This design comes from an exercise in tuning for small area, a short achievable clock period and few clock cycles on the open sky130 flow, not from production work.
Only simulation tests tie the RTL to the original design; equivalence was not proved.
No activity file was given, so power comes from the tool's default toggle rates. No driver is modelled on the clock port, so clocking that relies on it looks cheaper here than on a real chip.

### flow/constraint.sdc
create_clock -name core_clock -period 9.0 [get_ports {clk}]
set_input_delay 1.8000 -clock core_clock [delete_from_list [all_inputs] [get_ports {clk}]]
set_output_delay 1.8000 -clock core_clock [all_outputs]
set_load 0.01 [all_outputs]
### flow/design.v
`default_nettype none
package conv_window_pkg;
    localparam int img_size    = 32;   
    localparam int kernel_size = 5;
    localparam int out_size    = img_size - kernel_size + 1;   
    localparam int num_lines   = 6;    
    localparam int pixel_w    = 8;
    localparam int col_w      = 5;
    localparam int fill_row_w = 6;     
    localparam int line_w     = 3;
    typedef logic [pixel_w-1:0] pixel_t;
    typedef logic signed [pixel_w-1:0] spixel_t;
    typedef spixel_t [kernel_size-1:0][kernel_size-1:0] window_t;
    typedef pixel_t [num_lines-1:0][kernel_size-1:0] block_t;
endpackage
`default_nettype wire
`timescale 1ns/1ns
`default_nettype none
module conv_window_top (
    input  wire                         clk,
    input  wire                         reset_n,
    input  wire                         i_start,
    input  wire                         i_pixel_valid,
    input  wire  [7:0]                  i_pixel,
    input  wire                         i_conv_ready,
    output logic                        o_fill_active,
    output logic [199:0]                o_window,   
    output logic                        o_conv_valid,
    output logic                        o_conv_row_start,
    output logic                        o_conv_row_end,
    output logic                        o_done
);
    localparam int img   = 32;
    localparam int ks    = 5;
    localparam int depth = (ks - 1) * img + ks;   
    logic [depth*8-1:0] chain;   
    logic       active;      
    logic       fill;        
    logic       pending;     
    logic [4:0] row;         
    logic [4:0] col;
    logic       p_start;     
    logic       p_end;
    logic       p_last;
    logic pix_we;
    logic win_pix;
    logic want;
    logic show;
    logic last_pix;
    logic c_start;
    logic c_end;
    assign pix_we   = i_pixel_valid && fill;
    assign win_pix  = pix_we && (row >= 5'd4) && (col >= 5'd4);
    assign last_pix = (row == 5'd31) && (col == 5'd31);
    assign c_start  = (col == 5'd4);
    assign c_end    = (col == 5'd31);
    assign want     = win_pix || pending;
    assign show     = want && i_conv_ready;
    always_ff @(posedge clk) begin
        if (pix_we) chain <= {chain[(depth-1)*8-1:0], i_pixel};
    end
    always_comb begin
        for (int i = 0; i < ks; i++)
            for (int j = 0; j < ks; j++)
                o_window[(i*ks+j)*8 +: 8] = chain[((ks-1-i)*img + (ks-1-j))*8 +: 8];
    end
    assign o_fill_active = fill;
    always_ff @(posedge clk) begin
        if (!reset_n) begin
            active           <= 1'b0;
            fill             <= 1'b0;
            pending          <= 1'b0;
            row              <= '0;
            col              <= '0;
            p_start          <= 1'b0;
            p_end            <= 1'b0;
            p_last           <= 1'b0;
            o_conv_valid     <= 1'b0;
            o_conv_row_start <= 1'b0;
            o_conv_row_end   <= 1'b0;
            o_done           <= 1'b0;
        end else if (!active) begin
            o_conv_valid     <= 1'b0;
            o_conv_row_start <= 1'b0;
            o_conv_row_end   <= 1'b0;
            o_done           <= 1'b0;
            pending          <= 1'b0;
            row              <= '0;
            col              <= '0;
            if (i_start) begin
                active <= 1'b1;
                fill   <= 1'b1;
            end
        end else begin
            if (pix_we) begin
                col <= col + 1'b1;
                if (c_end) row <= row + 1'b1;
                p_start <= c_start;
                p_end   <= c_end;
                p_last  <= last_pix;
            end
            pending          <= want && !i_conv_ready;
            fill             <= !(want && !i_conv_ready) && !(pix_we && last_pix);
            o_conv_valid     <= show;
            o_conv_row_start <= show && (pix_we ? c_start : p_start);
            o_conv_row_end   <= show && (pix_we ? c_end : p_end);
            o_done           <= show && (pix_we ? last_pix : p_last);
            if (show && (pix_we ? last_pix : p_last)) begin
                active <= 1'b0;
                fill   <= 1'b0;
            end
        end
    end
endmodule
`default_nettype wire
### flow/config.mk
export PLATFORM = sky130hd
export DESIGN_NAME = conv_window_top
export DESIGN_NICKNAME = conv_window_top
export VERILOG_FILES = /design/flow/design.v
export SDC_FILE = /design/flow/constraint.sdc
export NUM_CORES = 4
export LEC_CHECK = 0
export CAP_MARGIN = 20
export CELL_PAD_IN_SITES_DETAIL_PLACEMENT = 2
export CELL_PAD_IN_SITES_GLOBAL_PLACEMENT = 3
export CORE_MARGIN = 2
export CORE_UTILIZATION = 20
export GPL_ROUTABILITY_DRIVEN = 1
export PLACE_DENSITY = 0.3
export SLEW_MARGIN = 20
### flow/run.sh
#!/bin/bash
# synth_recipe.tcl (not shown) runs the flow's synth.tcl, then flattens the netlist and writes it again
# the make line also repeats each setting of config.mk as NAME=value (left out here)
make -C /OpenROAD-flow-scripts/flow DESIGN_CONFIG=/design/flow/config.mk WORK_HOME=/design/flow/orfs CLKGATE_MAP_FILE= SYNTH_SCRIPT=/design/flow/synth_recipe.tcl finish
==> results of run 1 <==
[routing by layer]
layer | part of all wire | up-vias | GRT usage
li1 | - | 5497 | -
met2 | 0.45 | 279 | 0.0883
met3 | 0.062 | 170 | 0.0245
met4 | 0.049 | 0 | 0.0382
met1 | 0.44 | 6417 | 0.0782
met5 | 0 | - | 0
[registers in the layout, indices dropped and copies added, names as in the netlist]
register / cells
col: 5
o_conv_row_end: 1
p_end: 1
active: 1
fill: 1
pending: 1
row: 5
p_last: 1
o_done: 1
chain: 1064
p_start: 1
o_conv_valid: 1
o_conv_row_start: 1
[cells in the final DEF, fill, tap and decap left out, types with 2 or more instances in the layout]
cell,instances
a21oi_1,6
xnor2_1,2
clkdlybuf4s50_1,217
nor2_1,11
clkbuf_1,28
buf_4,4
and3_1,2
or3_1,2
bufinv_16,10
a21oi_2,2
clkinv_2,20
nand3_1,6
clkbuf_16,142
nor4_1,2
inv_6,5
xor2_1,2
edfxtp_1,1064
o21ai_0,2
dfxtp_1,20
inv_1,8
clkinv_1,35
a211oi_1,2
buf_12,4
nand2_1,8
ha_1,6
clkinv_8,3
[area by class of cell]
| class | count | share of cell area |
|---|---|---|
| inverter | 9 | 0.00142 |
| sequential | 1084 | 0.766 |
| multi-input combinational | 70 | 0.0110 |
| tap | 2233 | 0.0661 |
| clock inverter | 74 | 0.0150 |
| timing repair buffer | 225 | 0.0540 |
| clock buffer | 170 | 0.0866 |
| antenna | 1 | 0.0000592 |
[logic make-up (layout without fill, tap and decap cells)]
logic type | count (synthesis) | after routing | synth area share
adders and majority gates | 6 | 6 | 0.00218
DFF | 1084 | 1084 | 0.941
and+or+nand+nor | 39 | 39 | 0.00582
muxes | 1 | 1 | 0.000291
other | 0 | 1 | 0
xor gates and xnor gates | 4 | 4 | 0.00102
AOI/OAI and AO/OA | 20 | 20 | 0.00422
buffers and inverters | 213 | 478 | 0.0457
[power breakdown]
part	total, W	internal [W]	leakage [nW]	switching, W
registers	0.00565	0.00562	7.89	0.0000248
clock network	0.00529	0.00316	2.10	0.00213
logic	0.000158	0.0000339	1.14	0.000124
[worst max-delay path by stage]
stage                       start                   end
floorplan           i_pixel_valid     fill$_SDFFE_PN0P_
CTS                 i_pixel_valid  chain[125]$_DFFE_PP_
finish              i_pixel_valid  chain[294]$_DFFE_PP_
global placement    i_pixel_valid    chain[1]$_DFFE_PP_
global route        i_pixel_valid  chain[841]$_DFFE_PP_
detailed placement  i_pixel_valid  chain[191]$_DFFE_PP_
[through the flow]
| stage | area [um2] | util | hold WS (ns) | power (W) |
|---|---|---|---|---|
| 2_1_floorplan | 34400 | - | 0.400 | 0.00589 |
| 3_3_place_gp | 38000 | 0.222 | 0.401 | 0.00591 |
| 3_5_place_dp | 38000 | 0.222 | 0.405 | 0.00592 |
| 4_1_cts | 42200 | 0.247 | 0.399 | 0.0114 |
| 5_1_grt | 42200 | 0.247 | 0.408 | 0.0116 |
| 6_report | 42200 | 0.247 | 0.402 | 0.0111 |
[critical path, delay by kind of cell]
kind | cells | cell delay, ns
buffers and inverters | 3 | 1.87
and+or+nand+nor | 1 | 0.34
==> results.txt, run 1 <==
Status -> finished clean
Period minus WS final -> 4.30 ns
Initial Util -> 0.201
Cell count after placement -> 3621
Synth Flop Type -> edfxtp_1
Clk sinks -> 1084
Synth Area per Inst -> 25.2 um2
Share of cells above drive strength 1 -> 0.121
Setup-failing EPs final -> 0
Maximum number of pins on one net before global-route repair -> 247
Post-synth top cells -> edfxtp_1 (1064), buf_4 (200), dfxtp_1 (20), nor2_1 (11)
CTS tree -> yes
Most common cell in the netlist -> edfxtp_1
Static Leakage -> 11.1 nW
Port buffer count -> 217
Post-Syn Area -> 34400 um2
Antenna violations before repair -> 0
Vias in the first global route -> 13700
Wirelength per Cell -> 13.8 um
Max_slew headroom -> 0.245
Hold Startpoint -> chain[632]$_DFFE_PP_
CP Capture Type -> register
Largest buffer count on any clock path -> 3
# fillers -> 17700
Hold Fails Final Rpt -> 0
Worst-case vdd ir drop -> 0.163 mV
RSZ-0062 raised after global routing -> false
Fin Setup TNS -> 0 ns
Buffer count from post-CTS setup fixing -> 0
Actual slew at the worst max-slew pin -> 1.13 ns
Setup WS pre-CTS -> 3.95 ns
Drt total wl -> 53300 um
Top cells by area, synth -> edfxtp_1 (93%), buf_4 (4.4%), dfxtp_1 (1.2%), ha_1 (0.22%), nor2_1 (0.12%)
Row cnt -> 152
Worst Hold Path Cells -> 0
Post-DP HPWL -> 23600 um
Via count -> 12400
First-pass GRT wire length -> 84700 um
Post-synth top area cell -> edfxtp_1
Cell variety after synth -> 37
Pwr dens -> 263 nW/um2
Syn_nets -> 1386
Worst Setup Slack, final -> 4.70 ns
Worst Hold Class -> register to register
CTS clock-pin slew for the worst setup and hold paths -> 0.05 ns
Residual DRC -> 0
Die width -> 419 um
Worst reg2reg path depth -> 3
Cts repair resizes -> 0
Die H -> 419 um
DR vias/cell -> 3.20
Hold Path Sink -> chain[640]$_DFFE_PP_
Fmax -> 233 MHz
CTS Buf Count -> 138
Initial detailed-routing violation count -> 1035
R2R setup slack -> 5.91 ns
Max-Cap Viols -> 0
Final cell count without fillers -> 3866
Share of the synthesized area in the top cell type -> 0.929
Worst r2r dst -> chain[294]$_DFFE_PP_
Worst-Skew Late Latency -> 0.74 ns
Skew final -> 0.0191 ns
CTS root buf -> clkbuf_16
EDFF count, synth -> 1064
Worst path required time -> 9.35 ns
Seq/Total Area, Yosys -> 0.941
Crit path cell chain -> clkdlybuf4s50_1, nand2_2, clkinv_16, buf_12
Largest fanout on the critical path -> 246
GP Congestion -> 0.632
CP max stage delay -> 0.70 ns
Grt total ovfl -> 0
Crit-path slowest cell -> clkdlybuf4s50_1
Max-slew violation count -> 0
Area Growth Syn to Fin -> 22.8%
Crit path DAT -> 4.65 ns
Die area -> 175000 um2
Period utilization -> 0.478
CP Class -> input port to register
Mapped Cells -> 1367
Storage cell area -> 32400 um2
First drt pass iteration count -> 4
Cts-stage hold buffer count -> 0
Synth warnings -> 1
Fin nets -> 1547
IO Pins -> 218
Antenna viol nets, final -> 0
H-tree levels -> 4
GRT Util Overall -> 0.0619
Core footprint -> 171000 um2
Synth async-reset ratio -> 0
Worst setup SP type -> input port
Reg2reg start -> fill$_SDFFE_PN0P_
Synthesis-stage register bit count -> 1084
Multi-input gate area -> 465 um2
Testbench counts, summed over its fixed seeds: cycles 24,624.
==> inputs of run 2 (changes only) <==
--- a/flow/design.v
+++ b/flow/design.v
@@ -38,25 +38,38 @@
     logic       fill;        
-    logic       pending;     
+    logic       got_all;     
     logic [4:0] row;         
     logic [4:0] col;
-    logic       p_start;     
+    logic       in_v;
+    logic [7:0] in_px;
+    logic       in_win;      
+    logic       in_start;    
+    logic       in_end;      
+    logic       in_last;     
+    logic       pend;
+    logic       p_start;
     logic       p_end;
     logic       p_last;
-    logic pix_we;
-    logic win_pix;
+    logic take;
+    logic shift;
+    logic new_win;
     logic want;
     logic show;
-    logic last_pix;
-    logic c_start;
-    logic c_end;
-    assign pix_we   = i_pixel_valid && fill;
-    assign win_pix  = pix_we && (row >= 5'd4) && (col >= 5'd4);
-    assign last_pix = (row == 5'd31) && (col == 5'd31);
-    assign c_start  = (col == 5'd4);
-    assign c_end    = (col == 5'd31);
-    assign want     = win_pix || pending;
-    assign show     = want && i_conv_ready;
-    always_ff @(posedge clk) begin
-        if (pix_we) chain <= {chain[(depth-1)*8-1:0], i_pixel};
-    end
+    logic show_start;
+    logic show_end;
+    logic show_last;
+    logic pend_nxt;
+    logic in_v_nxt;
+    logic got_all_nxt;
+    assign take        = i_pixel_valid && fill;
+    assign shift       = in_v && !pend;
+    assign new_win     = shift && in_win;
+    assign want        = new_win || pend;
+    assign show        = want && i_conv_ready;
+    assign show_start  = new_win ? in_start : p_start;
+    assign show_end    = new_win ? in_end   : p_end;
+    assign show_last   = new_win ? in_last  : p_last;
+    assign pend_nxt    = want && !i_conv_ready;
+    assign in_v_nxt    = take || (in_v && !shift);
+    assign got_all_nxt = got_all || (take && row == 5'd31 && col == 5'd31);
+    assign o_fill_active = fill;
     always_comb begin
@@ -66,3 +79,17 @@
     end
-    assign o_fill_active = fill;
+    always_ff @(posedge clk) begin
+        if (take) begin
+            in_px    <= i_pixel;
+            in_win   <= (row >= 5'd4) && (col >= 5'd4);
+            in_start <= (col == 5'd4);
+            in_end   <= (col == 5'd31);
+            in_last  <= (row == 5'd31) && (col == 5'd31);
+        end
+        if (shift) begin
+            chain   <= {chain[(depth-1)*8-1:0], in_px};
+            p_start <= in_start;
+            p_end   <= in_end;
+            p_last  <= in_last;
+        end
+    end
     always_ff @(posedge clk) begin
@@ -71,8 +98,7 @@
             fill             <= 1'b0;
-            pending          <= 1'b0;
+            got_all          <= 1'b0;
             row              <= '0;
             col              <= '0;
-            p_start          <= 1'b0;
-            p_end            <= 1'b0;
-            p_last           <= 1'b0;
+            in_v             <= 1'b0;
+            pend             <= 1'b0;
             o_conv_valid     <= 1'b0;
@@ -82,2 +108,7 @@
         end else if (!active) begin
+            got_all          <= 1'b0;
+            row              <= '0;
+            col              <= '0;
+            in_v             <= 1'b0;
+            pend             <= 1'b0;
             o_conv_valid     <= 1'b0;
@@ -86,5 +117,2 @@
             o_done           <= 1'b0;
-            pending          <= 1'b0;
-            row              <= '0;
-            col              <= '0;
             if (i_start) begin
@@ -94,16 +122,15 @@
         end else begin
-            if (pix_we) begin
+            if (take) begin
                 col <= col + 1'b1;
-                if (c_end) row <= row + 1'b1;
-                p_start <= c_start;
-                p_end   <= c_end;
-                p_last  <= last_pix;
+                if (col == 5'd31) row <= row + 1'b1;
             end
-            pending          <= want && !i_conv_ready;
-            fill             <= !(want && !i_conv_ready) && !(pix_we && last_pix);
+            got_all          <= got_all_nxt;
+            in_v             <= in_v_nxt;
+            pend             <= pend_nxt;
+            fill             <= !got_all_nxt && !(in_v_nxt && pend_nxt);
             o_conv_valid     <= show;
-            o_conv_row_start <= show && (pix_we ? c_start : p_start);
-            o_conv_row_end   <= show && (pix_we ? c_end : p_end);
-            o_done           <= show && (pix_we ? last_pix : p_last);
-            if (show && (pix_we ? last_pix : p_last)) begin
+            o_conv_row_start <= show && show_start;
+            o_conv_row_end   <= show && show_end;
+            o_done           <= show && show_last;
+            if (show && show_last) begin
                 active <= 1'b0;
==> run 2 against run 1 <==
Net effect: sequential share of layout area barely moved; via count grew 1.4%; worst setup slack better by 0.51 ns; non-clock buffer count is 2 higher; register-to-register slack improved by 0.19 ns; cell count up 2.8%; area after synthesis is 1.2% higher; core utilization about the same; final area increased by 1.3%; maximum frequency grew 13%; routed wire length increased by 0.13%.
==> results.txt, run 2 <==
CTS tree -> yes
CP max stage delay -> 0.67 ns (-0.03 ns)
GP Congestion -> 0.621 (-1.8%)
Max-Cap Viols -> 0 (unchanged)
Worst setup SP type -> register
Worst Hold Path Cells -> 0 (unchanged)
Hold Path Sink -> chain[922]$_DFFE_PN_
Synth Flop Type -> edfxtp_1
Largest buffer count on any clock path -> 3 (unchanged)
Hold Fails Final Rpt -> 0 (unchanged)
Worst hold slack -> 0.406 ns (+0.00411 ns)
Worst reg2reg path depth -> 3 (unchanged)
Max_slew headroom -> 0.240 (-0.00466)
Grt total ovfl -> 0 (unchanged)
Largest reg by FF count -> chain
Most Used Layer, Global Route -> met2
Wirelength per Cell -> 13.4 um (-2.6%)
Actual slew at the worst max-slew pin -> 1.14 ns (+0.00699 ns)
Post-synth top cells -> edfxtp_1 (1079), buf_4 (200), dfxtp_1 (19), nor2_1 (13)
Area Growth Syn to Fin -> 22.9% (about the same)
Worst-Skew Late Latency -> 0.73 ns (about the same)
Antenna viol nets, final -> 0 (unchanged)
Worst r2r dst -> chain[628]$_DFFE_PN_
CTS Buf Count -> 138 (unchanged)
Setup-failing EPs final -> 0 (unchanged)
Biggest regs -> chain: 1064 flops, in_px: 8 flops
Syn_nets -> 1400 (+1.0%)
Pwr dens -> 255 nW/um2 (-3.0%)
Worst Hold Class -> register to register
Share of the synthesized area in the top cell type -> 0.931 (+0.00162)
GRT Util Overall -> 0.0619 (about the same)
First drt pass iteration count -> 4 (unchanged)
EDFF count, synth -> 1079 (+1.4%)
R2R setup slack -> 6.10 ns (+0.19 ns)
Met3 Track Usage GR -> 0.0273 (+0.00285)
Antenna violations before repair -> 1 (+1)
Post-synth top area cell -> edfxtp_1
Crit path cell chain -> clkdlybuf4s50_1
DR vias/cell -> 3.15 (-1.5%)
Maximum number of pins on one net before global-route repair -> 171 (-31%)
Cts-stage hold buffer count -> 0 (unchanged)
Core footprint -> 173000 um2 (+1.3%)
Most common cell after layout, fill and taps aside -> edfxtp_1
Initial detailed-routing violation count -> 997 (-3.7%)
CP top delay family -> buffers and inverters
Vias in the first global route -> 13900 (+1.8%)
First-pass GRT wire length -> 86400 um (+2.0%)
Fin nets -> 1563 (+1.0%)
Top cells by area, synth -> edfxtp_1 (93%), buf_4 (4.3%), dfxtp_1 (1.1%), ha_1 (0.22%), mux2i_1 (0.14%)
Post-Syn Area -> 34800 um2 (+1.2%)
Worst path required time -> 7.20 ns (-2.15 ns)
Die width -> 421 um (+0.61%)
Share of cells above drive strength 1 -> 0.118 (-0.00260)
Residual DRC -> 0 (unchanged)
Seq/Total Area, Yosys -> 0.942 (about the same)
CP Capture Type -> output pin
Final Core Density -> 0.247 (about the same)
CTS clock-pin slew for the worst setup and hold paths -> 0.05 ns (about the same)
Reg2reg start -> in_v$_SDFF_PN0_
Synth warnings -> 1 (unchanged)
Hold Startpoint -> chain[914]$_DFFE_PN_
Skew final -> 0.0180 ns (-0.00109 ns)
Row cnt -> 153 (+0.66%)
Initial Util -> 0.201 (about the same)
Most frequent cells in the layout -> edfxtp_1 (1079), clkdlybuf4s50_1 (217), clkbuf_16 (147), clkinv_1 (34), clkbuf_1 (32)
Synth async-reset ratio -> 0 (unchanged)
Die area -> 177000 um2 (+1.2%)
RSZ-0062 raised after global routing -> false
# diodes -> 0 (-1)
Via count -> 12500 (+1.4%)
Status -> finished clean
Drt total wl -> 53400 um (+0.13%)
GR met2 Demand/Resource -> 0.0889 (+0.000616)
Static Leakage -> 10.9 nW (-2.0%)
IO Pins -> 218 (unchanged)
Max-slew violation count -> 0 (unchanged)
Clk sinks -> 1098 (+1.3%)
Cell variety after synth -> 32 (-14%)
Buffer count from post-CTS setup fixing -> 0 (unchanged)
Met1 GRT Util -> 0.0770 (-0.00116)
Die H -> 421 um (+0.61%)
Crit-path slowest cell -> clkdlybuf4s50_1
Most common cell in the netlist -> edfxtp_1
CTS root buf -> clkbuf_16
Port buffer count -> 217 (unchanged)
Cts repair resizes -> 0 (unchanged)
Synthesis-stage register bit count -> 1098 (+1.3%)
Worst-case vdd ir drop -> 0.172 mV (+5.0%)
Post-DP HPWL -> 24200 um (+2.9%)
Largest fanout on the critical path -> 2 (-99%)
Period minus WS final -> 3.79 ns (-0.509 ns)
Crit path from -> chain[264]$_DFFE_PN_
CP Class -> register to output pin
Period utilization -> 0.421 (-0.0566)
Max FFs per register -> 1064 (unchanged)
Mapped Cells -> 1381 (+1.0%)
H-tree levels -> 4 (unchanged)
Crit path DAT -> 1.99 ns (-2.66 ns)
Synth Area per Inst -> 25.2 um2 (+0.21%)
CP bufs+invs -> 1 (-2)
Fmax -> 264 MHz (+13%)
run 2: worst max-delay path by stage:
stage	endpoint	slack [ns]	cells past startpoint
after floorplan	chain[0]$_DFFE_PN_	-7.76	1
after global placement	in_px[3]$_DFFE_PP_	5.30	3
after detailed placement	in_px[3]$_DFFE_PP_	5.21	3
after CTS	o_window[144]	5.00	1
after global routing	o_fill_active	5.03	1
final	o_window[144]	5.21	1
run 2: through the flow:
step / cell area [um2] / TNS [ns] / setup slack (ns) / power (W) / cells
3_5_place_dp: 38500 / 0 / 5.21 / 0.00577 / 3729
6_report: 42800 / 0 / 5.21 / 0.0109 / 3976
5_1_grt: 42800 / 0 / 5.03 / 0.0114 / 3976
2_1_floorplan: 34800 / -8285.04 / -7.76 / 0.00578 / 1381
4_1_cts: 42800 / 0 / 5.00 / 0.0112 / 3976
3_3_place_gp: 38500 / 0 / 5.30 / 0.00577 / 3729
run 2: final cells by class:
cell class / count / area, um2
fillers: 18000 / 131000
flip-flops and latches: 1098 / 32800
clock buffers: 180 / 3810
well taps: 2325 / 2910
repair buffers: 227 / 2310
multi-input cells: 72 / 480
clock inverters: 67 / 459
inverters: 7 / 26.3
run 2: cell families (layout without fill, tap and decap cells):
logic type | after synthesis | in the layout | share of synthesized area
compound gates | 13 | 13 | 0.00226
xor+xnor | 4 | 4 | 0.00101
fa+ha+maj | 6 | 6 | 0.00216
buf+inv | 211 | 481 | 0.0448
flops | 1098 | 1098 | 0.942
mux | 5 | 5 | 0.00144
simple gates | 44 | 44 | 0.00672
run 2: power by group:
group / leakage [nW] / total (W) / switching (W) / internal [W]
clock network: 2.10 / 0.00523 / 0.00212 / 0.00311
logic: 1.20 / 0.0000629 / 0.0000473 / 0.0000156
registers: 7.63 / 0.00560 / 0.00000983 / 0.00559
total: 10.9 / 0.0109 / 0.00218 / 0.00872
run 2: routing by layer:
metal / share of wire / vias to the layer above
li1: - / 5548
met1: 0.44 / 6538
met2: 0.44 / 305
met3: 0.074 / 139
met4: 0.041 / 0
met5: 0 / -
Testbench counts of run 2, summed over its fixed seeds: cycles 24,648.
==> inputs of run 3 (changes only) <==
--- a/flow/config.mk
+++ b/flow/config.mk
@@ -8,8 +8,9 @@
 export CAP_MARGIN = 20
-export CELL_PAD_IN_SITES_DETAIL_PLACEMENT = 2
-export CELL_PAD_IN_SITES_GLOBAL_PLACEMENT = 3
+export CELL_PAD_IN_SITES_DETAIL_PLACEMENT = 0
+export CELL_PAD_IN_SITES_GLOBAL_PLACEMENT = 1
 export CORE_MARGIN = 2
-export CORE_UTILIZATION = 20
+export CORE_UTILIZATION = 55
 export GPL_ROUTABILITY_DRIVEN = 1
-export PLACE_DENSITY = 0.3
+export PLACE_DENSITY = 0.65
+export SETUP_SLACK_MARGIN = 5
 export SLEW_MARGIN = 20
==> run 3 against run 2 <==
Net effect: cell count is 39% lower; routed wire length is 25% lower; core utilization is 39 points higher; largest power group unchanged; largest cell class unchanged; register-to-register slack worse by 0.42 ns; highest routed layer unchanged; hold slack worse by 0.0012 ns; still clean; critical endpoint is now o_fill_active; sequential cell count stayed put; maximum frequency is 4.1% higher; critical path type unchanged.
==> results.txt, run 3 <==
Status -> finished clean
Actual slew at the worst max-slew pin -> 1.16 ns (+0.0174 ns)
Max-Cap Viols -> 0 (unchanged)
CP Class -> register to output pin
Reg2reg start -> in_v$_SDFF_PN0_
Drt total wl -> 40100 um (-25%)
Antenna viol nets, final -> 0 (unchanged)
Area Growth Syn to Fin -> 15.8%
Initial detailed-routing violation count -> 973 (-2.4%)
CTS root buf -> clkbuf_16
Worst setup SP type -> register
Post-synth top area cell -> edfxtp_1
Post-Syn Area -> 34800 um2 (unchanged)
First drt pass iteration count -> 4 (unchanged)
Via count -> 11800 (-5.7%)
Most common cell in the netlist -> edfxtp_1
Crit-path slowest cell -> clkdlybuf4s50_1
Share of cells above drive strength 1 -> 0.104 (-0.0142)
Initial Util -> 0.554 (+0.353)
Most common cell after layout, fill and taps aside -> edfxtp_1
First-pass GRT wire length -> 64200 um (-26%)
Synth Area in Compound Gates -> 0.00226 (unchanged)
Core footprint -> 62900 um2 (-64%)
Buffer count from post-CTS setup fixing -> 0 (unchanged)
Largest buffer count on any clock path -> 3 (unchanged)
Grt total ovfl -> 0 (unchanged)
Share of the synthesized area in the top cell type -> 0.931 (unchanged)
Worst hold slack -> 0.405 ns (-0.00123 ns)
Largest fanout on the critical path -> 10 (+8)
Cts-stage hold buffer count -> 0 (unchanged)
Crit path DAT -> 1.84 ns (-0.15 ns)
# diodes -> 0 (unchanged)
Cell variety after synth -> 32 (unchanged)
Worst Setup Slack, final -> 5.36 ns (+0.151 ns)
Pwr dens -> 253 nW/um2 (-0.42%)
Setup WS pre-CTS -> 5.49 ns (+0.274 ns)
Seq/Total Area, Yosys -> 0.942 (unchanged)
Skew final -> 0.0171 ns (-0.000892 ns)
Crit path cell chain -> clkdlybuf4s50_1
Cts repair resizes -> 0 (unchanged)
Clk sinks -> 1098 (unchanged)
Synth Area per Inst -> 25.2 um2 (unchanged)
DR vias/cell -> 4.84 (+54%)
Synth warnings -> 1 (unchanged)
Post-synthesis mux area share -> 0.00144 (unchanged)
Hold Fails Final Rpt -> 0 (unchanged)
Static Leakage -> 10.6 nW (-3.1%)
Syn_nets -> 1400 (unchanged)
Period utilization -> 0.404 (-0.0167)
Post-synth top cells -> edfxtp_1 (1079), buf_4 (200), dfxtp_1 (19), nor2_1 (13)
CTS tree -> yes
Most frequent cells in the layout -> edfxtp_1 (1079), clkdlybuf4s50_1 (217), clkbuf_16 (111), clkbuf_1 (24), bufinv_16 (19)
EDFF count, synth -> 1079 (unchanged)
CTS clock-pin slew for the worst setup and hold paths -> 0.06 ns (about the same)
CP bufs+invs -> 1 (unchanged)
Port buffer count -> 217 (unchanged)
Max-slew violation count -> 0 (unchanged)
Die width -> 256 um (-39%)
IO Pins -> 218 (unchanged)
Max FFs per register -> 1064 (unchanged)
Synth async-reset ratio -> 0 (unchanged)
Fmax -> 275 MHz (+4.1%)
CP max stage delay -> 0.63 ns (-0.04 ns)
Antenna violations before repair -> 0 (-1)
Synthesis-stage register bit count -> 1098 (unchanged)
Die H -> 256 um (-39%)
Biggest regs -> chain: 1064 flops, in_px: 8 flops
Residual DRC -> 0 (unchanged)
Largest family of logic cells by synthesized area -> buffers and inverters
H-tree levels -> 3 (-1)
Largest reg by FF count -> chain
Post-DP HPWL -> 18500 um (-24%)
CP top delay family -> buffers and inverters
Synth Flop Type -> edfxtp_1
R2R setup slack -> 5.68 ns (-0.42 ns)
Period minus WS final -> 3.64 ns (-0.151 ns)
Adder-cell share of the synthesized area -> 0.00216 (unchanged)
Worst reg2reg path depth -> 3 (unchanged)
Worst-case vdd ir drop -> 0.163 mV (-5.1%)
GRT Util Overall -> 0.122 (+0.0600)
CP endpoint -> o_fill_active
Maximum number of pins on one net before global-route repair -> 190 (+11%)
Mapped Cells -> 1381 (unchanged)
Fin nets -> 1530 (-2.1%)
Final Core Density -> 0.641 (+0.395)
Worst path depth -> 1 (unchanged)
Row cnt -> 92 (-40%)
Worst Hold Class -> register to register
Setup-failing EPs final -> 0 (unchanged)
CTS Buf Count -> 105 (-24%)
GP Congestion -> 0.712 (+15%)
Worst r2r dst -> chain[1015]$_DFFE_PN_
Overall power -> 0.0102 W (-6.2%)
Worst-Skew Late Latency -> 0.63 ns (-0.10 ns)
Top cells by area, synth -> edfxtp_1 (93%), buf_4 (4.3%), dfxtp_1 (1.1%), ha_1 (0.22%), mux2i_1 (0.14%)
Worst path required time -> 7.20 ns (about the same)
RSZ-0062 raised after global routing -> false
CP Capture Type -> output pin
Wirelength per Cell -> 16.4 um (+22%)
Xor-xnor portion of the synthesized cell area -> 0.00101 (unchanged)
Simple-Gate Fraction of Synth Area -> 0.00672 (unchanged)
Max_slew headroom -> 0.228 (-0.0116)
Crit path from -> fill$_SDFFE_PN0P_
Vias in the first global route -> 11600 (-16%)
Die area -> 65300 um2 (-63%)
-- run 3: where the power goes --
| group | leakage, nW | switching, W | internal [W] |
|---|---|---|---|
| clock | 1.77 | 0.00176 | 0.00281 |
| combinational | 1.19 | 0.0000433 | 0.0000153 |
| sequential | 7.63 | 0.00000965 | 0.00558 |
| total | 10.6 | 0.00181 | 0.00840 |
-- run 3: per-stage QoR --
stage / cell area [um2] / instances / TNS [ns]
2_1_floorplan: 34800 / 1381 / -8285.04
3_3_place_gp: 36600 / 2250 / 0
3_5_place_dp: 36600 / 2250 / 0
4_1_cts: 40300 / 2443 / 0
5_1_grt: 40300 / 2443 / 0
6_report: 40300 / 2443 / 0
-- run 3: cells by family (layout without fill, tap and decap cells) --
group | after synthesis | count (layout)
DFF | 1098 | 1098
buffers and inverters | 211 | 427
and+or+nand+nor | 44 | 44
AOI/OAI and AO/OA | 13 | 13
adders and majority gates | 6 | 6
muxes | 5 | 5
xor gates and xnor gates | 4 | 4
-- run 3: how the worst min path moves through the flow --
| stage | startpoint | end | slack [ns] | depth (start not counted) |
|---|---|---|---|---|
| finish | chain[154]$_DFFE_PN_ | chain[162]$_DFFE_PN_ | 0.41 | 0 |
| global route | chain[897]$_DFFE_PN_ | chain[905]$_DFFE_PN_ | 0.41 | 0 |
| floorplan | in_px[0]$_DFFE_PP_ | chain[0]$_DFFE_PN_ | 0.40 | 0 |
| detailed placement | chain[995]$_DFFE_PN_ | chain[1003]$_DFFE_PN_ | 0.40 | 0 |
| CTS | chain[154]$_DFFE_PN_ | chain[162]$_DFFE_PN_ | 0.40 | 0 |
| global placement | chain[305]$_DFFE_PN_ | chain[313]$_DFFE_PN_ | 0.40 | 0 |
-- run 3: final cells by class --
type                    count  area [um2]
clock buffers             137        2900
clock inverters            56         762
fillers                  4170       22500
inverters                   7        26.3
multi-input cells          72         480
flip-flops and latches   1098       32800
well taps                 846        1060
repair buffers            227        2300
-- run 3: routing by layer --
metal,up-vias,share of wire,GRT usage
li1,5458,-,-
met1,6012,0.50,0.192
met5,-,0,0
met3,87,0.056,0.0386
met4,0,0.027,0.0469
met2,264,0.42,0.159
==> inputs of run 4 (changes only) <==
==> flow/flow/run.sh (new file) <==
#!/bin/bash
# Standard ORFS layout with plain buffers on the ports (buffer_ports otherwise
# picks a delay cell) and a setup repair target below the clock period.
set -euo pipefail
export BUFFER_PORTS_ARGS="-buffer_cell sky130_fd_sc_hd__buf_2"
export SETUP_SLACK_MARGIN=5
bash standard.sh > flow_make.log 2>&1
==> flow/standard.sh (new file) <==
#!/bin/bash
# synth_recipe.tcl (not shown) runs the flow's synth.tcl, then flattens the netlist and writes it again
# the make line also repeats each setting of config.mk as NAME=value (left out here)
make -C /OpenROAD-flow-scripts/flow DESIGN_CONFIG=/design/flow/config.mk WORK_HOME=/design/flow/orfs CLKGATE_MAP_FILE= SYNTH_SCRIPT=/design/flow/synth_recipe.tcl "${@:-finish}"
--- a/flow/config.mk
+++ b/flow/config.mk
@@ -14,3 +14,2 @@
 export PLACE_DENSITY = 0.65
-export SETUP_SLACK_MARGIN = 5
 export SLEW_MARGIN = 20
removed: flow/run.sh
==> run 4 against run 3 <==
Net effect: power fell by 3.0%; largest cell class unchanged; cell count is 0.25% lower; sequential share of layout area increased by 2.9 points; via count fell by 0.24%; still clean; sequential cell count did not move; critical endpoint is now chain[972]$_DFFE_PN_; critical path type is now register to register; global-route usage about the same; first-iteration DRC count increased by 14%; non-clock buffer count shrank 2; largest power group unchanged; register-to-register slack better by 0.04 ns; hold slack worse by 0.012 ns; final area shrank 3.5%.
==> results.txt, run 4 <==
Post-Syn Area -> 34800 um2 (unchanged)
Actual slew at the worst max-slew pin -> 1.03 ns (-0.129 ns)
Worst Hold Class -> register to register
Drt total wl -> 40000 um (-0.27%)
CTS clock-pin slew for the worst setup and hold paths -> 0.06 ns (about the same)
Port buffer count -> 217 (unchanged)
Setup-failing EPs final -> 0 (unchanged)
Synth Area per Inst -> 25.2 um2 (unchanged)
Post-synth top area cell -> edfxtp_1
Core footprint -> 62900 um2 (unchanged)
DR vias/cell -> 4.84 (about the same)
Skew final -> 0.0241 ns (+0.00701 ns)
Logic pwr share -> 0.005 (about the same)
Area Growth Syn to Fin -> 11.8%
Most common cell after layout, fill and taps aside -> edfxtp_1
Biggest regs -> chain: 1064 flops, in_px: 8 flops
Antenna viol nets, final -> 0 (unchanged)
Synth Flop Type -> edfxtp_1
Cell variety after synth -> 32 (unchanged)
Fin Setup TNS -> 0 ns (unchanged)
First-pass GRT wire length -> 63500 um (-1.1%)
Vias in the first global route -> 11400 (-2.1%)
Antenna violations before repair -> 0 (unchanged)
CTS root buf -> clkbuf_16
Largest reg by FF count -> chain
Clk sinks -> 1098 (unchanged)
Synthesis-stage register bit count -> 1098 (unchanged)
Residual DRC -> 0 (unchanged)
CP Capture Type -> register
Max-Cap Viols -> 0 (unchanged)
Synth async-reset ratio -> 0 (unchanged)
Die H -> 256 um (unchanged)
RSZ-0062 raised after global routing -> false
Cts repair resizes -> 0 (unchanged)
Crit path DAT -> 3.52 ns (+1.68 ns)
Pwr dens -> 255 nW/um2 (+0.43%)
Seq pwr share -> 0.564 (+0.017)
Seq/Total Area, Yosys -> 0.942 (unchanged)
Share of cells above drive strength 1 -> 0.236 (+0.132)
CP Class -> register to register
Wirelength per Cell -> 16.4 um (about the same)
Int Pwr -> 0.00809 W (-3.7%)
IO Pins -> 218 (unchanged)
# diodes -> 0 (unchanged)
First drt pass iteration count -> 5 (+1)
Switching portion of total power -> 0.183 (+0.00539)
CTS tree -> yes
Period utilization -> 0.364 (-0.0403)
Cts-stage hold buffer count -> 0 (unchanged)
Largest buffer count on any clock path -> 3 (unchanged)
Fin nets -> 1528 (-0.13%)
Max FFs per register -> 1064 (unchanged)
GP Congestion -> 0.742 (+4.3%)
Row cnt -> 92 (unchanged)
Syn_nets -> 1400 (unchanged)
Most common cell in the netlist -> edfxtp_1
Top cells by area, synth -> edfxtp_1 (93%), buf_4 (4.3%), dfxtp_1 (1.1%), ha_1 (0.22%), mux2i_1 (0.14%)
Max-slew violation count -> 0 (unchanged)
Worst-case vdd ir drop -> 0.151 mV (-7.5%)
Hold Fails Final Rpt -> 0 (unchanged)
Worst setup SP type -> register
Overall power -> 0.00991 W (-3.0%)
GRT Util Overall -> 0.122 (-0.000350)
Post-synth top cells -> edfxtp_1 (1079), buf_4 (200), dfxtp_1 (19), nor2_1 (13)
Fmax -> 305 MHz (+11%)
Post-DP HPWL -> 18500 um (+0.22%)
Max_slew headroom -> 0.314 (+0.0862)
Grt total ovfl -> 0 (unchanged)
EDFF count, synth -> 1079 (unchanged)
Static Leakage -> 10.2 nW (-3.7%)
Worst path required time -> 9.24 ns (+2.04 ns)
Die width -> 256 um (unchanged)
Die area -> 65300 um2 (unchanged)
Largest fanout on the critical path -> 178 (+168)
Buffer count from post-CTS setup fixing -> 0 (unchanged)
Period minus WS final -> 3.28 ns (-0.363 ns)
Via count -> 11800 (-0.24%)
Share of the synthesized area in the top cell type -> 0.931 (unchanged)
Initial detailed-routing violation count -> 1107 (+14%)
Synth warnings -> 1 (unchanged)
Most frequent cells in the layout -> edfxtp_1 (1079), buf_2 (217), clkbuf_16 (106), clkinv_1 (23), clkbuf_1 (20)
Clock group share of total power -> 0.430 (-0.017)
H-tree levels -> 3 (unchanged)
Maximum number of pins on one net before global-route repair -> 183 (-3.7%)
Mapped Cells -> 1381 (unchanged)
Worst-Skew Late Latency -> 0.64 ns (about the same)
Switching power -> 0.00181 W (about the same)
Initial Util -> 0.554 (unchanged)
CTS Buf Count -> 105 (unchanged)
Status -> finished clean
run 4: cell counts after synthesis:
Identical to the previous run, type by type.
run 4: area by class of cell:
type | instances | area [um2]
Sequential cell | 1098 | 32800
Clock inverter | 62 | 617
Fill cell | 4321 | 23900
Multi-Input combinational cell | 72 | 480
Inverter | 7 | 26.3
Clock buffer | 127 | 2740
Tap cell | 846 | 1060
Timing Repair Buffer | 225 | 1200
run 4: per-stage QoR:
stage	setup WS [ns]	instance area, um2	util	std cells	hold WS [ns]
after floorplan	-7.76	34800	-	1381	0.400
after global placement	5.63	35500	0.566	2248	0.400
after detailed placement	5.50	35500	0.566	2248	0.405
after CTS	5.52	38900	0.619	2437	0.395
after global routing	5.47	38900	0.619	2437	0.409
final	5.72	38900	0.619	2437	0.394
run 4: cell families (layout without fill, tap and decap cells):
kind of cell,count (synthesis),in the layout,synth area share
XOR/XNOR,4,4,0.00101
flip-flops,1098,1098,0.942
AO/OA/AOI/OAI,13,13,0.00226
AND/OR/NAND/NOR,44,44,0.00672
multiplexers,5,5,0.00144
buffers and inverters,211,421,0.0448
adder cells (fa/ha/maj),6,6,0.00216
run 4: per-layer routing:
metal  track usage  vias to the layer above  wire length [um]  share of wire
met5             0                        -                 0              0
met4        0.0500                        0              1130          0.028
met3        0.0341                       92              1920          0.048
met2         0.156                      243             16700           0.42
met1         0.196                     6012             20200           0.50
li1              -                     5446                 -              -
run 4: worst paths after layout:
check,slack (ns),start,cells past startpoint,to
max,5.72,in_v$_SDFF_PN0_,3,chain[972]$_DFFE_PN_
max reg2reg,5.72,in_v$_SDFF_PN0_,3,chain[972]$_DFFE_PN_
min reg2reg,0.39,chain[891]$_DFFE_PN_,0,chain[899]$_DFFE_PN_
min,0.39,chain[891]$_DFFE_PN_,0,chain[899]$_DFFE_PN_
run 4: power by group through the flow:
stage	clock, W	sequential (W)	combinational [W]
final	0.00426	0.00559	0.0000515
after detailed placement	0	0.00570	0.0000531
after floorplan	0	0.00574	0.0000406
after CTS	0.00440	0.00559	0.0000527
after global placement	0	0.00570	0.0000510
after global routing	0.00460	0.00559	0.0000576
run 4: critical path, stage by stage, from the launching register on:
cell,delay [ns]
dfxtp_2,0.38
nor2b_4,0.80
buf_12,0.65
buf_12,0.69
==> inputs of run 5 (changes only) <==
--- a/flow/flow/run.sh
+++ b/flow/flow/run.sh
@@ -4,4 +4,4 @@
 set -euo pipefail
-export BUFFER_PORTS_ARGS="-buffer_cell sky130_fd_sc_hd__buf_2"
-export SETUP_SLACK_MARGIN=5
+export BUFFER_PORTS_ARGS="-buffer_cell sky130_fd_sc_hd__buf_1"
+export SETUP_SLACK_MARGIN=6.5
 bash standard.sh > flow_make.log 2>&1
==> run 5 against run 4 <==
Net effect: clock power about the same; largest cell class unchanged; final area up 3.5%; non-clock buffer count up 167; still clean; routed wire length up 4.9%; maximum frequency up 7.3%; sequential power about the same; core utilization up 2.1 points; area after synthesis unchanged.
==> results.txt, run 5 <==
Worst path required time -> 7.20 ns (-2.04 ns)
Port buffer count -> 217 (unchanged)
Status -> finished clean
Clk sinks -> 1098 (unchanged)
Int Pwr -> 0.00807 W (-0.24%)
Hold Fails Final Rpt -> 0 (unchanged)
Worst reg2reg path depth -> 3 (unchanged)
Synthesis-stage register bit count -> 1098 (unchanged)
Most common cell after layout, fill and taps aside -> edfxtp_1
Actual slew at the worst max-slew pin -> 1.08 ns (+0.0533 ns)
Design area -> 40300 um2 (+3.5%)
Biggest regs -> chain: 1064 flops, in_px: 8 flops
CP Class -> register to output pin
Synth Area per Inst -> 25.2 um2 (unchanged)
Synth warnings -> 1 (unchanged)
Period utilization -> 0.339 (-0.0248)
Post-synth top area cell -> edfxtp_1
Synth async-reset ratio -> 0 (unchanged)
DR vias/cell -> 4.77 (-1.3%)
First-pass GRT wire length -> 64800 um (+2.1%)
GP Congestion -> 0.738 (-0.63%)
Period minus WS final -> 3.05 ns (-0.223 ns)
Synth Flop Type -> edfxtp_1
CTS Buf Count -> 105 (unchanged)
Hold Path Sink -> chain[152]$_DFFE_PN_
Cts-stage hold buffer count -> 0 (unchanged)
Residual DRC -> 0 (unchanged)
Largest reg by FF count -> chain
Die width -> 256 um (unchanged)
Max FFs per register -> 1064 (unchanged)
Initial Util -> 0.554 (unchanged)
Largest buffer count on any clock path -> 3 (unchanged)
# diodes -> 0 (unchanged)
RSZ-0062 raised after global routing -> true
First drt pass iteration count -> 4 (-1)
Syn_nets -> 1400 (unchanged)
Crit path cell chain -> buf_1
Switching portion of total power -> 0.185 (+0.00195)
Post-DP HPWL -> 17700 um (-4.4%)
Worst r2r dst -> chain[911]$_DFFE_PN_
CTS clock-pin slew for the worst setup and hold paths -> 0.06 ns (about the same)
Area post-placement -> 35300 um2 (-0.72%)
Hold Startpoint -> chain[144]$_DFFE_PN_
Vias in the first global route -> 11900 (+4.8%)
EDFF count, synth -> 1079 (unchanged)
Skew final -> 0.0227 ns (-0.00136 ns)
Initial detailed-routing violation count -> 1116 (+0.81%)
CTS root buf -> clkbuf_16
CP bufs+invs -> 1 (-1)
Reg2reg start -> in_v$_SDFF_PN0_
Core footprint -> 62900 um2 (unchanged)
Max-slew violation count -> 0 (unchanged)
CP top delay family -> flip-flops
Crit-path slowest cell -> edfxtp_1
Logic pwr share -> 0.006 (about the same)
Antenna viol nets, final -> 0 (unchanged)
CP Capture Type -> output pin
Worst setup SP type -> register
H-tree levels -> 3 (unchanged)
IO Pins -> 218 (unchanged)
CP max stage delay -> 0.47 ns (-0.33 ns)
Antenna violations before repair -> 1 (+1)
Switching power -> 0.00183 W (+1.1%)
Die H -> 256 um (unchanged)
Crit path DAT -> 1.25 ns (-2.27 ns)
Worst Hold Class -> register to register
Cell variety after synth -> 32 (unchanged)
Row cnt -> 92 (unchanged)
Fin nets -> 1695 (+11%)
Die area -> 65300 um2 (unchanged)
Clock group share of total power -> 0.430 (about the same)
Post-Syn Area -> 34800 um2 (unchanged)
Post-synth top cells -> edfxtp_1 (1079), buf_4 (200), dfxtp_1 (19), nor2_1 (13)
Grt total ovfl -> 0 (unchanged)
GRT Util Overall -> 0.124 (+0.00215)
Top cells by area, synth -> edfxtp_1 (93%), buf_4 (4.3%), dfxtp_1 (1.1%), ha_1 (0.22%), mux2i_1 (0.14%)
Most common cell in the netlist -> edfxtp_1
Pwr dens -> 246 nW/um2 (-3.4%)
Drt total wl -> 41900 um (+4.9%)
Mapped Cells -> 1381 (unchanged)
Area Growth Syn to Fin -> 15.6%
Max_slew headroom -> 0.279 (-0.0355)
Share of the synthesized area in the top cell type -> 0.931 (unchanged)
Maximum number of pins on one net before global-route repair -> 211 (+15%)
Seq pwr share -> 0.564 (about the same)
Wirelength per Cell -> 16.0 um (-2.2%)
Fmax -> 327 MHz (+7.3%)
Most frequent cells in the layout -> edfxtp_1 (1079), buf_4 (168), clkbuf_2 (142), clkbuf_16 (107), buf_1 (41)
Largest fanout on the critical path -> 2 (-99%)
Via count -> 12500 (+5.8%)
Worst-case vdd ir drop -> 0.191 mV (+27%)
Max-Cap Viols -> 0 (unchanged)
Static Leakage -> 11.0 nW (+7.9%)
Worst-Skew Late Latency -> 0.64 ns (about the same)
CTS tree -> yes
Fin Setup TNS -> 0 ns (unchanged)
Worst Hold Path Cells -> 0 (unchanged)
Seq/Total Area, Yosys -> 0.942 (unchanged)
Share of cells above drive strength 1 -> 0.286 (+0.0507)
R2R setup slack -> 6.64 ns (+0.92 ns)
Setup-failing EPs final -> 0 (unchanged)
-- run 5: cells by family after synthesis --
group | Yosys count | synth area share
XOR/XNOR | 4 | 0.00101
multiplexers | 5 | 0.00144
flip-flops | 1098 | 0.942
AO/OA/AOI/OAI | 13 | 0.00226
buffers and inverters | 211 | 0.0448
adder cells (fa/ha/maj) | 6 | 0.00216
AND/OR/NAND/NOR | 44 | 0.00672
-- run 5: worst reg2reg max path, stage by stage, from the launching register on --
cell	delay (ns)
dfxtp_2	0.37
nor2b_4	0.21
buf_16	0.43
buf_16	0.68
-- run 5: power groups by stage --
stage | Sequential (W) | Clock, W | Combinational (W)
after floorplan | 0.00574 | 0 | 0.0000422
after global placement | 0.00570 | 0 | 0.0000499
after detailed placement | 0.00570 | 0 | 0.0000519
after CTS | 0.00559 | 0.00440 | 0.0000551
after global routing | 0.00559 | 0.00461 | 0.0000626
final | 0.00559 | 0.00426 | 0.0000562
-- run 5: worst max-delay path by stage --
stage	to	depth (start not counted)	slack [ns]	start
CTS	o_window[99]	1	5.85	chain[531]$_DFFE_PN_
floorplan	chain[0]$_DFFE_PN_	1	-7.76	in_v$_SDFF_PN0_
global route	o_window[99]	1	5.88	chain[531]$_DFFE_PN_
detailed placement	row[3]$_SDFFE_PN0P_	4	5.96	i_pixel_valid
global placement	row[3]$_SDFFE_PN0P_	4	5.99	i_pixel_valid
finish	o_window[141]	1	5.95	chain[277]$_DFFE_PN_
-- run 5: what timing repair did --
action / CTS / global route
resized for setup: 47 / 146
gates cloned: 1 / 0
endpoints found under the setup margin: 1068 / 337
buffers inserted: 99 / 69
-- run 5: layout make-up --
| cell class | count | area, um2 |
|---|---|---|
| sequential | 1098 | 32800 |
| tap | 846 | 1060 |
| clock inverter | 65 | 604 |
| multi-input combinational | 72 | 494 |
| clock buffer | 133 | 2790 |
| timing repair buffer | 392 | 2490 |
| fill | 4178 | 22600 |
| inverter | 7 | 30.0 |
-- run 5: per-stage QoR --
step | setup slack, ns | total power, W | instances | hold WS, ns | util
floorplan | -7.76 | 0.00578 | 1381 | 0.400 | -
global placement | 5.99 | 0.00575 | 2246 | 0.401 | 0.561
detailed placement | 5.96 | 0.00575 | 2246 | 0.405 | 0.561
CTS | 5.85 | 0.0100 | 2544 | 0.409 | 0.629
global route | 5.88 | 0.0103 | 2613 | 0.414 | 0.641
finish | 5.95 | 0.00991 | 2613 | 0.405 | 0.641
-- run 5: per-layer routing --
metal | track usage | wire length, um | share of wire
met2 | 0.167 | 18500 | 0.44
met4 | 0.0518 | 1030 | 0.025
met1 | 0.194 | 20400 | 0.49
met3 | 0.0312 | 2030 | 0.048
met5 | 0 | 0 | 0
==> inputs of run 6 (changes only) <==
==> flow/flow/run.sh (replaced) <==
#!/bin/bash
set -euo pipefail
export BUFFER_PORTS_ARGS="-buffer_cell sky130_fd_sc_hd__buf_1"
export SETUP_SLACK_MARGIN=6.5
export CTS_ARGS="-sink_clustering_enable -repair_clock_nets -dont_use_dummy_load"
bash standard.sh > flow_make.log 2>&1
--- a/flow/config.mk
+++ b/flow/config.mk
@@ -11,5 +11,5 @@
 export CORE_MARGIN = 2
-export CORE_UTILIZATION = 55
+export CORE_UTILIZATION = 70
 export GPL_ROUTABILITY_DRIVEN = 1
-export PLACE_DENSITY = 0.65
+export PLACE_DENSITY = 0.8
 export SLEW_MARGIN = 20
==> run 6 against run 5 <==
Net effect: sequential cell count unchanged; routed wire length increased by 17%; area after synthesis is the same; global-route usage increased by 5.4 points; sequential power about the same; critical endpoint is now o_window[121]; largest power group unchanged; highest routed layer unchanged.
==> results.txt, run 6 <==
Port buffer count -> 217 (unchanged)
Vias in the first global route -> 12200 (+2.0%)
Die width -> 227 um (-11%)
First drt pass iteration count -> 5 (+1)
Antenna violations before repair -> 2 (+1)
Mapped Cells -> 1381 (unchanged)
Cell variety after synth -> 32 (unchanged)
Row cnt -> 81 (-12%)
CP top delay family -> flip-flops
Top cells by area, synth -> edfxtp_1 (93%), buf_4 (4.3%), dfxtp_1 (1.1%), ha_1 (0.22%), mux2i_1 (0.14%)
Worst path required time -> 7.20 ns (about the same)
CP Class -> register to output pin
Wirelength per Cell -> 21.0 um (+31%)
Share of cells above drive strength 1 -> 0.284 (-0.00279)
Most common cell in the netlist -> edfxtp_1
Antenna viol nets, final -> 0 (unchanged)
Maximum number of pins on one net before global-route repair -> 187 (-11%)
CTS tree -> yes
CP bufs+invs -> 1 (unchanged)
Initial detailed-routing violation count -> 1048 (-6.1%)
Cts-stage hold buffer count -> 0 (unchanged)
Cell count after placement -> 2066 (-8.0%)
Post-DP HPWL -> 18100 um (+1.9%)
GRT Util Overall -> 0.177 (+0.0537)
Crit path DAT -> 1.24 ns (about the same)
Setup-failing EPs final -> 0 (unchanged)
Area Growth Syn to Fin -> 12.7%
Max-Cap Viols -> 0 (unchanged)
Synth Area per Inst -> 25.2 um2 (unchanged)
Actual slew at the worst max-slew pin -> 0.960 ns (-0.122 ns)
# diodes -> 0 (unchanged)
CP Capture Type -> output pin
Largest reg by FF count -> chain
CP max stage delay -> 0.45 ns (-0.02 ns)
Die area -> 51500 um2 (-21%)
Fin nets -> 1689 (-0.35%)
Core footprint -> 49100 um2 (-22%)
CTS Buf Count -> 99 (-5.7%)
Max_slew headroom -> 0.360 (+0.0811)
Final cell count without fillers -> 2332 (-11%)
Biggest regs -> chain: 1064 flops, in_px: 8 flops
Max FFs per register -> 1064 (unchanged)
Status -> finished clean
RSZ-0062 raised after global routing -> true
Drt total wl -> 49000 um (+17%)
Worst hold slack -> 0.401 ns (-0.00402 ns)
EDFF count, synth -> 1079 (unchanged)
Synth async-reset ratio -> 0 (unchanged)
Syn_nets -> 1400 (unchanged)
Grt total ovfl -> 0 (unchanged)
Static Leakage -> 10.6 nW (-3.3%)
Synth warnings -> 1 (unchanged)
Period utilization -> 0.337 (-0.00203)
# fillers -> 2325 (-44%)
Largest buffer count on any clock path -> 3 (unchanged)
Seq/Total Area, Yosys -> 0.942 (unchanged)
Crit path cell chain -> buf_6
Post-Syn Area -> 34800 um2 (unchanged)
Worst-case vdd ir drop -> 0.160 mV (-16%)
Most frequent cells in the layout -> edfxtp_1 (1079), buf_4 (164), clkbuf_2 (141), clkbuf_16 (99), buf_2 (37)
Most common cell after layout, fill and taps aside -> edfxtp_1
Synthesis-stage register bit count -> 1098 (unchanged)
R2R setup slack -> 6.61 ns (-0.03 ns)
DR vias/cell -> 5.34 (+12%)
CTS clock-pin slew for the worst setup and hold paths -> 0.07 ns (about the same)
Worst-Skew Late Latency -> 0.62 ns (-0.02 ns)
IO Pins -> 218 (unchanged)
Skew final -> 0.0354 ns (+0.0126 ns)
Max-slew violation count -> 0 (unchanged)
Share of the synthesized area in the top cell type -> 0.931 (unchanged)
Synth Flop Type -> edfxtp_1
H-tree levels -> 3 (unchanged)
Worst Hold Class -> register to register
GP Congestion -> 0.730 (-1.1%)
Largest fanout on the critical path -> 2 (unchanged)
Post-synth top area cell -> edfxtp_1
Final Core Density -> 0.800 (+0.159)
Fin Setup TNS -> 0 ns (unchanged)
Residual DRC -> 0 (unchanged)
Initial Util -> 0.710 (+0.156)
Crit-path slowest cell -> edfxtp_1
Hold Fails Final Rpt -> 0 (unchanged)
Pwr dens -> 235 nW/um2 (-4.7%)
CTS root buf -> clkbuf_16
First-pass GRT wire length -> 68100 um (+5.1%)
Worst setup SP type -> register
Fmax -> 329 MHz (+0.60%)
Overall power -> 0.00920 W (-7.1%)
Clk sinks -> 1098 (unchanged)
Post-synth top cells -> edfxtp_1 (1079), buf_4 (200), dfxtp_1 (19), nor2_1 (13)
Die H -> 227 um (-11%)
Via count -> 12400 (-0.22%)
Period minus WS final -> 3.04 ns (-0.0183 ns)
==> run 6: cell types whose count changed in the layout (fill, tap and decap cells not counted), moves of 3 or more <==
| cell | delta |
|---|---|
| clkinv_1 | -28 |
| clkbuf_1 | -25 |
| clkinv_2 | -16 |
| buf_1 | -15 |
| buf_6 | +10 |
| bufinv_16 | -10 |
| buf_2 | +8 |
| clkbuf_16 | -8 |
| buf_4 | -4 |
| clkinv_4 | -3 |
| clkinvlp_4 | -3 |
==> run 6: timing repair <==
item                       4_1_cts  5_1_grt
cloned                           2        0
gates resized for setup         60      164
setup endpoints to repair      765      508
buffers inserted                98       67
==> run 6: cell type report <==
type,count,area (um2),area share
clock buffers,99,2480,0.0632
inverters,7,30.0,0.000766
multi-input cells,72,494,0.0126
flip-flops and latches,1098,32800,0.836
well taps,664,831,0.0212
repair buffers,392,2610,0.0664
==> run 6: kinds of logic after synthesis <==
logic type	Yosys count	synth area share
muxes	5	0.00144
xor gates and xnor gates	4	0.00101
and+or+nand+nor	44	0.00672
adders and majority gates	6	0.00216
DFF	1098	0.942
buffers and inverters	211	0.0448
AOI/OAI and AO/OA	13	0.00226
==> run 6: final timing paths <==
kind / depth (start not counted) / end / start
worst max-delay path: 1 / o_window[121] / chain[289]$_DFFE_PN_
worst max register to register: 3 / chain[1057]$_DFFE_PN_ / in_v$_SDFF_PN0_
worst min-delay path: 0 / chain[316]$_DFFE_PN_ / chain[308]$_DFFE_PN_
worst min register to register: 0 / chain[316]$_DFFE_PN_ / chain[308]$_DFFE_PN_
==> run 6: where the power goes <==
| part | total [W] | leakage (nW) | switching (W) | internal [W] |
|---|---|---|---|---|
| sequential | 0.00559 | 7.63 | 0.00000949 | 0.00558 |
| combinational | 0.0000622 | 1.79 | 0.0000472 | 0.0000150 |
| clock | 0.00355 | 1.22 | 0.00162 | 0.00193 |
==> run 6: through the flow <==
step | instance area, um2 | setup slack (ns)
2_1_floorplan | 34800 | -7.76
3_3_place_gp | 35100 | 5.99
3_5_place_dp | 35100 | 5.99
4_1_cts | 38500 | 5.90
5_1_grt | 39200 | 5.91
6_report | 39200 | 5.96
==> run 6: worst reg2reg max path: stages (launching register included) <==
cell and delay (ns):
dfxtp_2 0.38, nor2b_4 0.30, buf_16 0.49, buf_6 0.84
==> run 6: routing by layer <==
metal | track usage | vias to the layer above | routed length, um
met5 | 0 | - | 0
met2 | 0.267 | 328 | 24600
met1 | 0.267 | 6360 | 21200
li1 | - | 5681 | -
met3 | 0.0376 | 80 | 2270
met4 | 0.0641 | 0 | 963
==> inputs of run 7 (changes only) <==
==> flow/flow/run.sh (replaced) <==
#!/bin/bash
set -euo pipefail
export BUFFER_PORTS_ARGS="-buffer_cell sky130_fd_sc_hd__buf_1"
export SETUP_SLACK_MARGIN=6.5
export CTS_ARGS="-sink_clustering_enable -repair_clock_nets -sink_clustering_size 30 -sink_clustering_max_diameter 100 -dont_use_dummy_load"
bash standard.sh > flow_make.log 2>&1
--- a/flow/config.mk
+++ b/flow/config.mk
@@ -11,5 +11,5 @@
 export CORE_MARGIN = 2
-export CORE_UTILIZATION = 70
+export CORE_UTILIZATION = 55
 export GPL_ROUTABILITY_DRIVEN = 1
-export PLACE_DENSITY = 0.8
+export PLACE_DENSITY = 0.65
 export SLEW_MARGIN = 20
==> run 7 against run 6 <==
Net effect: non-clock buffer count grew 10; worst setup slack got worse by 0.013 ns; routed wire length is 18% lower; clock-buffer cell count down 57; still clean; first-iteration DRC count is 8.5% higher.
==> results.txt, run 7 <==
First drt pass iteration count -> 4 (-1)
DR vias/cell -> 4.84 (-9.3%)
CP bufs+invs -> 1 (unchanged)
CP top delay family -> flip-flops
Most common cell in the netlist -> edfxtp_1
Synth Flop Type -> edfxtp_1
Max-slew violation count -> 0 (unchanged)
Max_slew headroom -> 0.273 (-0.0871)
Worst-case vdd ir drop -> 0.156 mV (-2.8%)
Core footprint -> 62900 um2 (+28%)
Most common cell after layout, fill and taps aside -> edfxtp_1
Synthesis-stage register bit count -> 1098 (unchanged)
Die H -> 256 um (+13%)
Max FFs per register -> 1064 (unchanged)
Most frequent cells in the layout -> edfxtp_1 (1079), buf_4 (176), clkbuf_2 (167), buf_1 (44), clkbuf_16 (43)
Top cells by area, synth -> edfxtp_1 (93%), buf_4 (4.3%), dfxtp_1 (1.1%), ha_1 (0.22%), mux2i_1 (0.14%)
# fillers -> 4378 (+88%)
Area post-placement -> 35300 um2 (+0.64%)
GRT Util Overall -> 0.117 (-0.0601)
Mapped Cells -> 1381 (unchanged)
RSZ-0062 raised after global routing -> true
Post-synth top cells -> edfxtp_1 (1079), buf_4 (200), dfxtp_1 (19), nor2_1 (13)
Cell variety after synth -> 32 (unchanged)
IO Pins -> 218 (unchanged)
Synth Area per Inst -> 25.2 um2 (unchanged)
Hold Fails Final Rpt -> 0 (unchanged)
CP Capture Type -> output pin
Die area -> 65300 um2 (+27%)
Initial detailed-routing violation count -> 1137 (+8.5%)
Worst path required time -> 7.20 ns (about the same)
Via count -> 12000 (-4.0%)
Maximum number of pins on one net before global-route repair -> 211 (+13%)
Largest buffer count on any clock path -> 3 (unchanged)
Die width -> 256 um (+13%)
Area Growth Syn to Fin -> 9.22%
Wirelength per Cell -> 16.3 um (-22%)
Worst setup SP type -> register
Worst Hold Class -> register to register
Period minus WS final -> 3.05 ns (+0.0132 ns)
Post-DP HPWL -> 17700 um (-1.8%)
Vias in the first global route -> 11200 (-7.7%)
Final Core Density -> 0.605 (-0.195)
CP max stage delay -> 0.49 ns (+0.04 ns)
Antenna viol nets, final -> 0 (unchanged)
Actual slew at the worst max-slew pin -> 1.09 ns (+0.131 ns)
Share of the synthesized area in the top cell type -> 0.931 (unchanged)
CP Class -> register to output pin
Crit path DAT -> 1.25 ns (about the same)
First-pass GRT wire length -> 62100 um (-8.8%)
CTS clock-pin slew for the worst setup and hold paths -> 0.11 ns (+0.04 ns)
Period utilization -> 0.339 (+0.00147)
EDFF count, synth -> 1079 (unchanged)
Pwr dens -> 206 nW/um2 (-12%)
Worst reg2reg path depth -> 3 (unchanged)
Cell count after placement -> 2246 (+8.7%)
Share of cells above drive strength 1 -> 0.253 (-0.0306)
CTS Buf Count -> 42 (-58%)
Drt total wl -> 40200 um (-18%)
Worst-Skew Late Latency -> 0.58 ns (-0.04 ns)
CTS root buf -> clkbuf_16
Worst Hold Path Cells -> 0 (unchanged)
Synth warnings -> 1 (unchanged)
H-tree levels -> 2 (-1)
Initial Util -> 0.554 (-0.156)
CTS tree -> yes
Post-synth top area cell -> edfxtp_1
Syn_nets -> 1400 (unchanged)
Fmax -> 328 MHz (-0.43%)
Final cell count without fillers -> 2467 (+5.8%)
Status -> finished clean
Largest reg by FF count -> chain
Largest fanout on the critical path -> 2 (unchanged)
# diodes -> 0 (unchanged)
Crit-path slowest cell -> edfxtp_1
Clk sinks -> 1098 (unchanged)
Synth async-reset ratio -> 0 (unchanged)
Seq/Total Area, Yosys -> 0.942 (unchanged)
Setup-failing EPs final -> 0 (unchanged)
Worst path depth -> 1 (unchanged)
Post-Syn Area -> 34800 um2 (unchanged)
Antenna violations before repair -> 1 (-1)
Fin nets -> 1642 (-2.8%)
Crit path cell chain -> buf_1
Max-Cap Viols -> 0 (unchanged)
Design area -> 38000 um2 (-3.1%)
Skew final -> 0.0244 ns (-0.0110 ns)
Row cnt -> 92 (+14%)
Grt total ovfl -> 0 (unchanged)
GP Congestion -> 0.738 (+1.1%)
Worst hold slack -> 0.398 ns (-0.00339 ns)
Residual DRC -> 0 (unchanged)
Static Leakage -> 9.95 nW (-6.5%)
Biggest regs -> chain: 1064 flops, in_px: 8 flops
Port buffer count -> 217 (unchanged)
[run 7: stage by stage]
stage          setup TNS, ns  setup WS, ns  total power, W
2_1_floorplan       -8285.04         -7.76         0.00578
3_3_place_gp               0          5.99         0.00575
3_5_place_dp               0          5.96         0.00575
4_1_cts                    0          5.89         0.00794
5_1_grt                    0          5.89         0.00811
6_report                   0          5.95         0.00782
[run 7: layer usage]
metal / wire, um / global-route usage / vias up / share of wire
li1: - / - / 5577 / -
met1: 20200 / 0.190 / 6127 / 0.50
met2: 17600 / 0.164 / 191 / 0.44
met3: 1590 / 0.0226 / 55 / 0.039
met4: 818 / 0.0356 / 0 / 0.020
met5: 0 / 0 / - / 0
[run 7: worst paths after layout]
path | startpoint | to | slack, ns
setup / recovery | chain[277]$_DFFE_PN_ | o_window[141] | 5.95
hold / removal | chain[85]$_DFFE_PN_ | chain[93]$_DFFE_PN_ | 0.40
setup reg to reg | in_v$_SDFF_PN0_ | chain[1046]$_DFFE_PN_ | 6.63
hold reg to reg | chain[85]$_DFFE_PN_ | chain[93]$_DFFE_PN_ | 0.40
[run 7: cell type report]
type	instances	area, um2	area share
clock buffer	42	1050	0.0276
inverter	7	30.0	0.000790
sequential	1098	32800	0.862
tap	846	1060	0.0278
multi-input combinational	72	494	0.0130
timing repair buffer	402	2590	0.0682
[run 7: logic make-up (layout without fill, tap and decap cells)]
group / count (synthesis) / in the layout / share of synthesized area
AO/OA/AOI/OAI: 13 / 13 / 0.00226
XOR/XNOR: 4 / 4 / 0.00101
adder cells (fa/ha/maj): 6 / 6 / 0.00216
buffers and inverters: 211 / 451 / 0.0448
flip-flops: 1098 / 1098 / 0.942
multiplexers: 5 / 5 / 0.00144
AND/OR/NAND/NOR: 44 / 44 / 0.00672
[run 7: power by group]
| part | internal, W | leakage [nW] | switching [W] |
|---|---|---|---|
| combinational | 0.0000136 | 1.80 | 0.0000462 |
| clock | 0.000846 | 0.518 | 0.00133 |
| sequential | 0.00557 | 7.63 | 0.00000883 |
| total | 0.00643 | 9.95 | 0.00139 |
[run 7: repair_timing]
action,in CTS,in global routing
hold buffers,0,0
endpoints found under the setup margin,1068,534
endpoints found under the hold margin,0,0
resized for setup,19,170
buffers inserted,104,72
cloned,1,1

-- separate check: timing with driven ports --
The results above use ideal ports. As a check the final layouts listed here were re-extracted and re-timed, cells and wires unchanged.
Step 1 assumes that a clkbuf_16 drives the clock port and a buf_2 every other input.
Step 2 also shifts input and output timing later by t, the mid clock arrival at the registers, as if the neighbouring blocks saw the same clock.
Slacks: ideal / step 1 / step 2; pairs: ideal / step 1.
| run | t, ns | slack for setup (ns) | hold slack, ns | worst setup path after step 2 | cell pins on the clock port's net |
|---|---|---|---|---|---|
| run 1 | 0.792 | 4.700 / 4.719 / 3.927 | 0.402 / 0.402 / 0.402 | input to register | 1 |
| run 2 | 0.794 | 5.210 / 5.139 / 5.304 | 0.406 / 0.406 / 0.406 | input to register | 1 |
| run 3 | 0.684 | 5.360 / 5.300 / 5.471 | 0.405 / 0.405 / 0.405 | input to register | 1 |
| run 4 | 0.686 | 5.723 / 5.699 / 5.723 | 0.394 / 0.394 / 0.394 | register to register | 1 |
| run 5 | 0.689 | 5.946 / 5.887 / 5.925 | 0.405 / 0.405 / 0.405 | input to register | 1 |
| run 6 | 0.657 | 5.965 / 5.910 / 6.154 | 0.401 / 0.401 / 0.401 | input to register | 1 |
| run 7 | 0.637 | 5.952 / 5.893 / 5.959 | 0.398 / 0.398 / 0.398 | input to register | 1 |
After both steps setup and hold are still met in every run listed. The setup slack of run 1, which loses most, moves by +0.019 ns with the drivers and by -0.773 ns with both steps.
